From an optimization exercise on the open Yosys and OpenROAD flow, aimed at small area, a short achievable clock period and few clock cycles per item; shortcuts taken in it are not production practice.
Only simulation tests tie the RTL to the original design; equivalence was not proved.

## the previous run
// track_point_simplifier
module track_point_simplifier #(
    parameter int COORD_BITS = 24
) (
    input  wire          clk,
    input  wire          rst_n,
    input  wire                         in_valid,
    output logic                        in_ready,
    input  wire                         in_opcode,
    input  wire signed [COORD_BITS-1:0] in_x,
    input  wire signed [COORD_BITS-1:0] in_y,
    output logic                        out_valid,
    input  wire                         out_ready,
    output logic                        out_is_point,
    output logic signed [COORD_BITS-1:0] out_x,
    output logic signed [COORD_BITS-1:0] out_y,
    output logic                        out_accepted,
    output logic                        out_last,
    input  wire          psel,
    input  wire          penable,
    input  wire          pwrite,
    input  wire [2:0]    paddr,
    input  wire [31:0]   pwdata,
    output logic [31:0]  prdata,
    output logic         pready
);
For scale: about 7100 cells after synthesis, about 800 flip-flops, about 180 I/O pins, about 0.068 mm2 of cells after synthesis.
clock: 10.0 ns
lec_check: 0
cap_margin: 20
core_margin: 2
core_utilization: 40
setup_slack_margin: 1.5
slew_margin: 20
run.sh (not shown) runs the stock make flow with config.mk's settings and CLKGATE_MAP_FILE= SYNTH_SCRIPT=/design/flow/synth_recipe.tcl, a recipe that flattens the netlist after the stock synthesis.
Testbench counts of the previous run, summed over its fixed seeds: cycles 5,812, items 4,144.
Changes in the current run relative to the previous run:
--- a/flow/design.v
+++ b/flow/design.v
@@ -393,23 +393,23 @@
                 ntpe = tpe || q_eq;
             else if (!((seen == 2'd1) && q_eq))
             begin
                 nseen = seen + 2'd1;
                 ntpe  = q_eq;
             end
         end
     end
     assign pred_n = nq_v && !nq_op && ((nseen != 2'd2) ? !((nseen == 2'd1) && nq_eq) : !ntpe);
-    assign dsel_n = nq_v && !nq_op && !((nseen == 2'd2) && ntpe);
+    assign dsel_n = nq_v && (nq_op || !((nseen == 2'd2) && ntpe));
     logic take, px_move;
     assign take    = commit && !q_op && ((seen != 2'd2) ? !((seen == 2'd1) && q_eq)
                                                           : (!d_drop && (!d_brk || d_ok)));
-    assign px_move = take && !q_eq;
+    assign px_move = take && ((seen == 2'd0) || !q_eq);
     assign ex      = (in_valid && in_ready) ? in_x : ir_x;
     assign ey      = (in_valid && in_ready) ? in_y : ir_y;
     logic rdo_go;
     assign rdo_go = commit && !gen && (ph == PH_RUN) && inval && pred_t && ir_v && t2_valid
                  && ((seen == 2'd1) || d_ok);
     assign in_ready = !ir_v || advance;
     logic [4:0]         idx;
     logic               xbit, ybit, abit, bbit, vbit;
     logic [6:0]         vi;
[summary]
- Going from the previous run to the current run, met2 usage in global routing lower; required time of the worst setup path about even.
- [the current run] worst setup slack fell 210 ps relative to the previous run
- Diff the previous run -> the current run: starting density of the core stayed essentially flat, total routing resource utilization after global routing fell by 0.52 points.
- The current run: no failed stages, no open violations at the end
- As far as overall die area is concerned, the previous run and the current run perform about the same.
- The current run: sum of buffers and inverters on the critical path 2 below the previous run
- Compared with the previous run, the current run shows cell area that has gone down slightly.
- Compared with the previous run, the current run shows a higher worst path arrival time.
Testbench counts of the current run, summed over its fixed seeds: cycles 5,730, items 4,144.

========
xenon:
Another version of the RTL of track_point_simplifier (not shown whole).
For scale: roughly 7200 cells after synthesis, ~850 flip-flops, ~180 I/O pins, roughly 0.069 mm^2 of cells after synthesis.
Settings: LEC_CHECK=0, CAP_MARGIN=20, CORE_MARGIN=2, CORE_UTILIZATION=40, SLEW_MARGIN=20; clock period 10.0 ns.
Testbench counts of xenon, summed over its fixed seeds: cycles 5,730, items 4,144.
Here is what was changed in the inputs of violet compared with xenon.
--- a/flow/design.v
+++ b/flow/design.v
@@ -242,33 +242,38 @@
     logic signed [24:0] ir_ex, ir_ey;    
     logic               ir_pok;          
     logic               q_v, q_st, q_op, q_dn, q_fit, q_eq;
     logic signed [23:0] q_x, q_y;
     logic signed [24:0] q_dx, q_dy;
     logic signed [24:0] q_tx, q_ty;      
     logic signed [25:0] q_vv;
     logic signed [23:0] px, py, tx, ty;
     logic signed [24:0] dpx, dpy;
     logic signed [24:0] la, lb;
     logic signed [50:0] vp;
     logic [1:0]         seen;
+    logic [60:0]        acc;
     logic [19:0]        rr_lo, rr_hi;
-    logic [20:0]        rr_mid;      
+    logic [20:0]        rr_mid;
+    assign rr_lo  = acc[19:0];
+    assign rr_mid = acc[40:20];
+    assign rr_hi  = acc[60:41];
     logic               r_valid, l_fast;
     logic [19:0]        t2;
     logic               t2_valid;
     logic [3:0]         ph;
     logic               hh;
     logic [6:0]         cnt;
     logic signed [52:0] ga;
+    assign ga = acc[52:0];
     logic signed [26:0] gs;
     logic [16:0]        gt;
     logic               sbit, tsbit, g_off, g_dot;
     logic               pend2, pend_ok;
     logic tpe;         
     logic               pred_t, pred_r, pred_n, s1_eq;
     logic               dsel_r, dsel_n, dx_ok;
     logic signed [23:0] ppx, ppy;
     logic signed [24:0] pdx, pdy;
     logic signed [25:0] pvp;
     logic               pvp_fit;
     logic signed [24:0] dx, dy;
@@ -287,26 +292,26 @@
     assign dx_ok   = q_st || dsel_r || ir_pok;
     logic fit_dx, fit_dy, fit_px, fit_py, fit_a, fit_b, s1_fit;
     assign fit_dx = (dx[24:10]  == {15{dx[10]}});
     assign fit_dy = (dy[24:10]  == {15{dy[10]}});
     assign fit_px = (pdx[24:10] == {15{pdx[10]}});
     assign fit_py = (pdy[24:10] == {15{pdy[10]}});
     assign fit_a  = (la[24:10]  == {15{la[10]}});
     assign fit_b  = (lb[24:10]  == {15{lb[10]}});
     assign s1_fit = fit_dx && fit_dy && fit_px && fit_py && pvp_fit;
     logic signed [10:0] m1a, m1b, m2a, m2b, m3a, m3b, m4a, m4b;
     logic signed [25:0] vx;
     logic [9:0]         s0, s1, t0, t1;
-    assign s0 = ga[9:0];
-    assign s1 = ga[19:10];
+    assign s0 = acc[50:41];
+    assign s1 = acc[60:51];
     assign t0 = t2[9:0];
     assign t1 = t2[19:10];
     always_comb
     begin
         m1a = la[10:0];  m1b = dx[10:0];
         m2a = lb[10:0];  m2b = dy[10:0];
         m3a = pdx[10:0]; m3b = dx[10:0];
         m4a = pdy[10:0]; m4b = dy[10:0];
         if ((ph == PH_RS1) || (ph == PH_RDO))
         begin
             m3a = la[10:0]; m3b = la[10:0];
             m4a = lb[10:0]; m4b = lb[10:0];
@@ -519,25 +524,28 @@
                 out_valid <= 1'b0;
             if (pend2 && out_ready)
                 pend2 <= 1'b0;
             case (ph)
                 PH_RUN:
                     if (rdo_go)
                         ph <= PH_RDO;
                     else if (q_v && !q_st && !simple)
                     begin
                         if (!r_valid)
                             ph <= PH_RS1;
                         else if (!(q_fit && l_fast && !v_big))
-                            ph <= PH_HV;
+                        begin
+                            ph      <= PH_HV;
+                            r_valid <= 1'b0;
+                        end
                     end
                 PH_RS1:
                 begin
                     t2_valid <= 1'b1;
                     ph       <= PH_RS2;
                 end
                 PH_RDO:
                     ph <= PH_RS2;
                 PH_RS2:
                     if ((t1 == 10'd0) || (s1 == 10'd0))
                     begin
                         r_valid <= 1'b1;
@@ -675,91 +683,92 @@
                 end
                 else
                 begin
                     out_x        <= px;
                     out_y        <= py;
                     out_accepted <= d_ok;
                 end
             end
         end
         case (ph)
             PH_RUN:
             begin
-                ga  <= '0;
+                if (!rdo_go && q_v && !q_st && !simple && r_valid && !(q_fit && l_fast && !v_big))
+                    acc[52:0] <= '0;
                 cnt <= 7'd24;
                 hh  <= 1'b0;
             end
             PH_RS1, PH_RDO:
             begin
-                ga       <= '0;
-                ga[21:0] <= s_sum;
-                l_fast   <= lf_new;
+                acc[60:41] <= s_sum[19:0];
+                l_fast     <= lf_new;
                 if (ph == PH_RS1)
                     t2 <= vf[19:0];
             end
             PH_RS2:
             begin
-                rr_lo  <= dotf[19:0];
-                rr_mid <= vf[20:0];
-                rr_hi  <= '0;
+                acc[19:0]  <= dotf[19:0];
+                acc[40:20] <= vf[20:0];
+                if ((t1 == 10'd0) || (s1 == 10'd0))
+                    acc[60:41] <= '0;
             end
             PH_RS3:
-                rr_hi <= vf[19:0];
+                acc[60:41] <= vf[19:0];
             PH_HV, PH_HD, PH_HR:
             begin
-                ga <= ga_sum;
+                acc[52:0] <= ga_sum;
                 hh <= !hh;
                 if (hh)
                 begin
                     cnt <= cnt - 7'd1;
                     if (cnt == 7'd0)
                     begin
                         if (ph == PH_HD)
                         begin
                             g_dot <= ga_sum[52];
-                            ga    <= '0;
+                            acc[52:0] <= '0;
                             gs    <= '0;
                             gt    <= '0;
                             sbit  <= 1'b0;
                             tsbit <= 1'b0;
                             cnt   <= 7'd0;
                         end
                     end
                 end
             end
             PH_VADD:
             begin
-                ga  <= '0;
+                acc[52:0] <= '0;
                 cnt <= 7'd24;
                 hh  <= 1'b0;
             end
             PH_E:
             begin
                 hh <= !hh;
                 if (!hh)
                 begin
-                    ga <= ga_sum;
+                    acc[52:0] <= ga_sum;
                     gs <= gs_sum;
                 end
                 else
                 begin
-                    ga    <= ga_sum >>> 1;
+                    acc[52:0] <= ga_sum >>> 1;
                     gs    <= gs_sum >>> 1;
                     sbit  <= gs_sum[0];
                     gt    <= gt_sum >> 1;
                     tsbit <= gt_sum[0];
                     cnt   <= cnt + 7'd1;
                     if (cnt == 7'd67)
                     begin
                         g_off <= ga_sum[52];
-                        ga    <= '0;
+                        acc[52:0] <= '0;
                         cnt   <= 7'd24;
                     end
                 end
             end
             default:
             begin
             end
         endcase
     end
 endmodule
 `default_nettype wire
## What came out
- Summary — routing usage on met1, violet relative to xenon: higher, by 1.8 points.
- violet vs. xenon: share of cell area taken by multi-input logic gates went up by 1.6 points, routed length on met1 was more or less identical.
- Changes observed in violet relative to xenon: routing usage on met2 saw little to no change; number of synthesized flops with an enable pin lost about 9%.
Testbench counts of violet, summed over its fixed seeds: cycles 5,730, items 4,144.

afterwards: timing with drivers on the ports:
How much do the figures lean on ideal ports? The routed layouts below were timed once more, with nothing changed but the port constraints. Step 1 assumes that a clkbuf_16 drives the clock port and a buf_2 every other input. Step 2 moves the port delays by t, midway between the first and last clock arrival at a register: inputs arrive t later, outputs are due t later. That takes back most of the time a late clock gives input paths. Three values: no drivers, after step 1, after step 2; two values: the first two.
| run | t (ns) | slack for setup (ns) | slew at the worst register clock pin (ns) |
|---|---|---|---|
| the previous run | 0.804 | 1.648 / 1.648 / 1.123 | 0.07 / 0.07 |
| the current run | 0.803 | 1.437 / 1.437 / 1.437 | 0.07 / 0.07 |
| xenon | 0.809 | 0.473 / 0.473 / 0.473 | 0.07 / 0.07 |
| violet | 0.796 | 0.477 / 0.477 / 0.477 | 0.07 / 0.07 |
After both steps setup and hold are still met in every run listed. For the previous run, which loses most, drivers alone change the setup slack by 0.000 ns; drivers and shift together by -0.525 ns.
